Context: an optimization exercise on an open-source flow, tuned for small area and a short achievable clock period. The choices shown serve that exercise and are no tape-out recipe.
The RTL was checked by simulation tests, not by an equivalence proof against the original design.
Power figures rest on the tool's default switching activity, not on a simulated workload.

==> flow/design.v <==
module data_mem_ctrl #(
    parameter int unsigned LATENCY = 4,
    parameter int unsigned AW      = 8
) (
    input  logic        clk,
    input  logic        rst,
    input  logic        MemRead,
    input  logic        MemWrite,
    input  logic [15:0] addr,
    input  logic [15:0] wdata,
    output logic [15:0] rdata,
    output logic        stall,
    output logic        done,
    output logic        err
);
    localparam int unsigned NR = 64;   
    logic c1, c2, c3;       
    logic busy;             
    logic nidle;            
    logic one_req, idle, accept, err_nxt;
    assign one_req  = MemRead ? ~MemWrite : MemWrite;
    assign idle     = ~nidle;
    assign accept   = idle & one_req;
    assign stall    = busy | (~done & one_req);
    assign err_nxt  = (idle & MemRead) & MemWrite;
    always_ff @(posedge clk or posedge rst) begin
        if (rst) begin
            c1    <= 1'b0;
            c2    <= 1'b0;
            c3    <= 1'b0;
            busy  <= 1'b0;
            nidle <= 1'b0;
            done  <= 1'b0;
            err   <= 1'b0;
        end else begin
            c1    <= accept;
            c2    <= c1;
            c3    <= c2;
            busy  <= accept | c1 | c2;
            nidle <= accept | c1 | c2 | c3;
            done  <= c3;
            err   <= err_nxt;
        end
    end
    logic [1:0] ph;
    always_ff @(posedge clk) ph <= ph + 2'd1;
    logic        pv;        
    logic        wgo;       
    logic        wgo2;      
    logic [7:0]  pidx;
    logic [15:0] pdn;       
    logic [7:0]  ghi;       
    logic [7:0]  ghi2;      
    logic [7:0]  plo;       
    logic        commit, go_c, go_p;
    assign commit = c3 & MemWrite;
    assign go_c   = (addr[2:1] + ph) == 2'd2;
    assign go_p   = pv & ~wgo & ~wgo2 & ((pidx[1:0] + ph) == 2'd2);
    always_ff @(posedge clk) begin
        if (commit) begin
            pv    <= 1'b1;
            pidx  <= addr[8:1];
            pdn   <= ~wdata;
            wgo   <= go_c;
            ghi   <= go_c ? (8'd1 << addr[8:6]) : 8'd0;
            wgo2  <= 1'b0;
            ghi2  <= 8'd0;
        end else begin
            if (wgo2) pv <= 1'b0;
            wgo  <= go_p;
            ghi  <= go_p ? (8'd1 << pidx[7:5]) : 8'd0;
            wgo2 <= wgo;
            ghi2 <= ghi;
        end
        plo <= 8'd1 << (commit ? addr[5:3] : pidx[4:2]);
    end
    logic [15:0] m0 [NR];
    logic [15:0] m1 [NR];
    logic [15:0] m2 [NR];
    logic [15:0] m3 [NR];
    for (genvar r = 0; r < NR; r++) begin : g_ring
        logic clr, set;
        assign clr = ghi[r/8] & plo[r%8];
        assign set = ghi2[r/8] & plo[r%8];
        always_ff @(posedge clk) begin
            m0[r] <= ~(m3[r] | {16{clr}});
            m1[r] <= ~(({16{set}} & pdn) | m0[r]);
            m2[r] <= m1[r];
            m3[r] <= m2[r];
        end
    end
    logic        cap, fwd, take;
    logic [7:0]  s_hi, s_lo;
    logic [15:0] nxt;
    logic [3:0] rhit;
    always_ff @(posedge clk) rhit <= 4'd1 << (2'd1 - ph);
    assign cap  = MemRead & (~MemWrite & rhit[addr[2:1]]);
    assign fwd  = pv & (pidx == addr[8:1]);
    assign take = cap & ~fwd;
    assign s_hi = take ? (8'd1 << addr[8:6]) : 8'd0;
    assign s_lo = 8'd1 << addr[5:3];
    always_comb begin
        logic [15:0] grp;
        nxt = (~pdn & {16{cap & fwd}}) | (rdata & {16{~cap}});
        for (int g = 0; g < 8; g++) begin
            grp = '0;
            for (int l = 0; l < 8; l++) grp = grp | (m2[8*g+l] & {16{s_lo[l]}});
            nxt = nxt | (grp & {16{s_hi[g]}});
        end
    end
    always_ff @(posedge clk) rdata <= nxt;
endmodule
clock: 4.5 ns
lec_check: 0
cap_margin: 20
core_margin: 2
core_utilization: 70
cts_cluster_diameter: 60
cts_cluster_size: 30
setup_slack_margin: 2.6
slew_margin: 20
standard.sh (not shown) runs the stock make flow with config.mk's settings and CLKGATE_MAP_FILE= SYNTH_SCRIPT=/design/flow/synth_recipe.tcl, a recipe that flattens the netlist after the stock synthesis.
==> flow/flow/run.sh <==
#!/bin/bash
# Layout flow: the standard layout (standard.sh, whole, from synthesis to
# finish) with two ORFS settings added to the standard flow's config.mk:
#  - sky130_fd_sc_hd__a222oi_1 is not used: it has a single drive strength, so
#    the resizer cannot strengthen it where it drives a long wire;
#  - clock tree synthesis inserts no dummy loads (same clustering otherwise).
# make's output goes to flow_make.log; ORFS keeps each step's log under
# orfs/logs/.
set -euo pipefail
W=$(cd "$(dirname "${BASH_SOURCE[0]}")/.." && pwd)
cd "$W"
cp config.mk own_config.mk
cat >> own_config.mk <<'EOC'
export DONT_USE_CELLS += sky130_fd_sc_hd__a222oi_1
export CTS_ARGS = -sink_clustering_enable -repair_clock_nets -sink_clustering_size 30 -sink_clustering_max_diameter 60 -dont_use_dummy_load
EOC
sed "s#DESIGN_CONFIG=[^ ]*#DESIGN_CONFIG=$W/own_config.mk#" standard.sh > own_standard.sh
bash own_standard.sh > flow_make.log 2>&1
==> next run, changes <==
Settings changed: CORE_UTILIZATION 70 to 66, SETUP_SLACK_MARGIN 2.6 to 2.2.
Effect: First-iteration DRC count stays flat. Clock skew goes down by 0.0047 ns. Die area goes up by 6.0%. Clock-buffer cell count goes up by 9.
==> next run, changes <==
Settings changed: CORE_UTILIZATION 66 to 70.
After rerunning: The new run produced a clean layout; power drops by 0.68%; non-clock buffer count climbs by 7; sequential power barely changes.
==> next run, changes <==
Settings changed: SETUP_SLACK_MARGIN 2.2 to 2.4.
Result: Area after synthesis is unchanged; worst hold slack barely changes; clock-buffer cell count goes down by 2; wire length goes up by 1.3%.

---

data_mem_ctrl, a different RTL version from the one above (not shown whole).
Size: roughly 4200 flip-flops, about 55 I/O pins, about 100000 um2 of cells after synthesis.
clock: 4.5 ns
lec_check: 0
cap_margin: 20
core_margin: 2
core_utilization: 60
cts_cluster_diameter: 60
cts_cluster_size: 30
setup_slack_margin: 2.3
slew_margin: 20
run.sh (not shown) runs the stock make flow with config.mk's settings and CLKGATE_MAP_FILE= SYNTH_SCRIPT=/design/flow/synth_recipe.tcl, a recipe that flattens the netlist after the stock synthesis.
Stock flow here: none of the scripts above is used.
Change:
Settings changed: CORE_UTILIZATION 60 to 75, SETUP_SLACK_MARGIN 2.3 to 2.0.
Outcome: Via count climbs by 4.1%. Critical path depth goes up by 1. First-iteration DRC count climbs by about 35%. Clock skew came out higher by 0.014 ns. Clock-buffer cell count shrinks by 10. Maximum frequency went down by 4.2%. Worst hold slack got worse by 0.027 ns. Clock power went down by about 5%. Power is lower by about 1.4%.
Change:
==> flow/flow/run.sh (new file) <==
#!/bin/bash
# Layout flow: the standard layout (standard.sh, whole, from synthesis to
# finish) with two ORFS settings added to the standard flow's config.mk:
#  - sky130_fd_sc_hd__a222oi_1 is not used: it has a single drive strength, so
#    the resizer cannot strengthen it where it drives a long wire;
#  - clock tree synthesis inserts no dummy loads (same clustering otherwise).
# make's output goes to flow_make.log; ORFS keeps each step's log under
# orfs/logs/.
set -euo pipefail
W=$(cd "$(dirname "${BASH_SOURCE[0]}")/.." && pwd)
cd "$W"
cp config.mk own_config.mk
cat >> own_config.mk <<'EOC'
export DONT_USE_CELLS += sky130_fd_sc_hd__a222oi_1
export CTS_ARGS = -sink_clustering_enable -repair_clock_nets -sink_clustering_size 30 -sink_clustering_max_diameter 60 -dont_use_dummy_load
EOC
sed "s#DESIGN_CONFIG=[^ ]*#DESIGN_CONFIG=$W/own_config.mk#" standard.sh > own_standard.sh
bash own_standard.sh > flow_make.log 2>&1
==> flow/standard.sh (new file) <==
#!/bin/bash
# synth_recipe.tcl (not shown) runs the flow's synth.tcl, then flattens the netlist and writes it again
# the make line also repeats each setting of config.mk as NAME=value (left out here)
make -C /OpenROAD-flow-scripts/flow DESIGN_CONFIG=/design/flow/config.mk WORK_HOME=/design/flow/orfs CLKGATE_MAP_FILE= SYNTH_SCRIPT=/design/flow/synth_recipe.tcl "${@:-finish}"
Settings changed: CORE_UTILIZATION 75 to 70.
removed: flow/run.sh
Result: Final cell count is about the same. Synthesized cell count is about the same. Flip-flop and latch count does not change. Cell area went down by 0.91%. Die area rose by 7.1%. Setup slack gets better by 0.16 ns.

[separate check: timing with driven ports]
No port has a modelled driver above. Below, the same layouts with a new extraction and two added sets of constraints.
Step 1 sets driving cells, clkbuf_16 on the clock port and buf_2 on the other inputs (assumed; they add their load-dependent delay and slew).
Step 2 times the ports against the registers' clock, not the clock port: input delays grow and output delays shrink by t, the midpoint of the rising clock arrivals with the driver on.
Three values: no drivers, after step 1, after step 2; two values: the first two.
| run | shift t [ns] | slack for setup (ns) | pins driven straight from the clock port |
|---|---|---|---|
| the first run of note 1 | 0.895 | 1.974 / 1.857 / 0.962 | 1 |
| the second run of note 1 | 0.932 | 1.948 / 1.756 / 0.824 | 1 |
| the third run of note 1 | 0.877 | 2.018 / 1.767 / 0.890 | 1 |
| the fourth run of note 1 | 0.881 | 2.023 / 1.796 / 0.915 | 1 |
| the first run of note 2 | 0.953 | 1.620 / 1.472 / 0.519 | 1 |
| the second run of note 2 | 0.934 | 1.495 / 1.337 / 0.402 | 1 |
| the third run of note 2 | 0.887 | 1.657 / 1.519 / 0.631 | 1 |
After both steps every run listed still meets setup and hold. For the third run of note 1, which loses most, drivers alone change the setup slack by -0.251 ns; drivers and shift together by -1.128 ns.
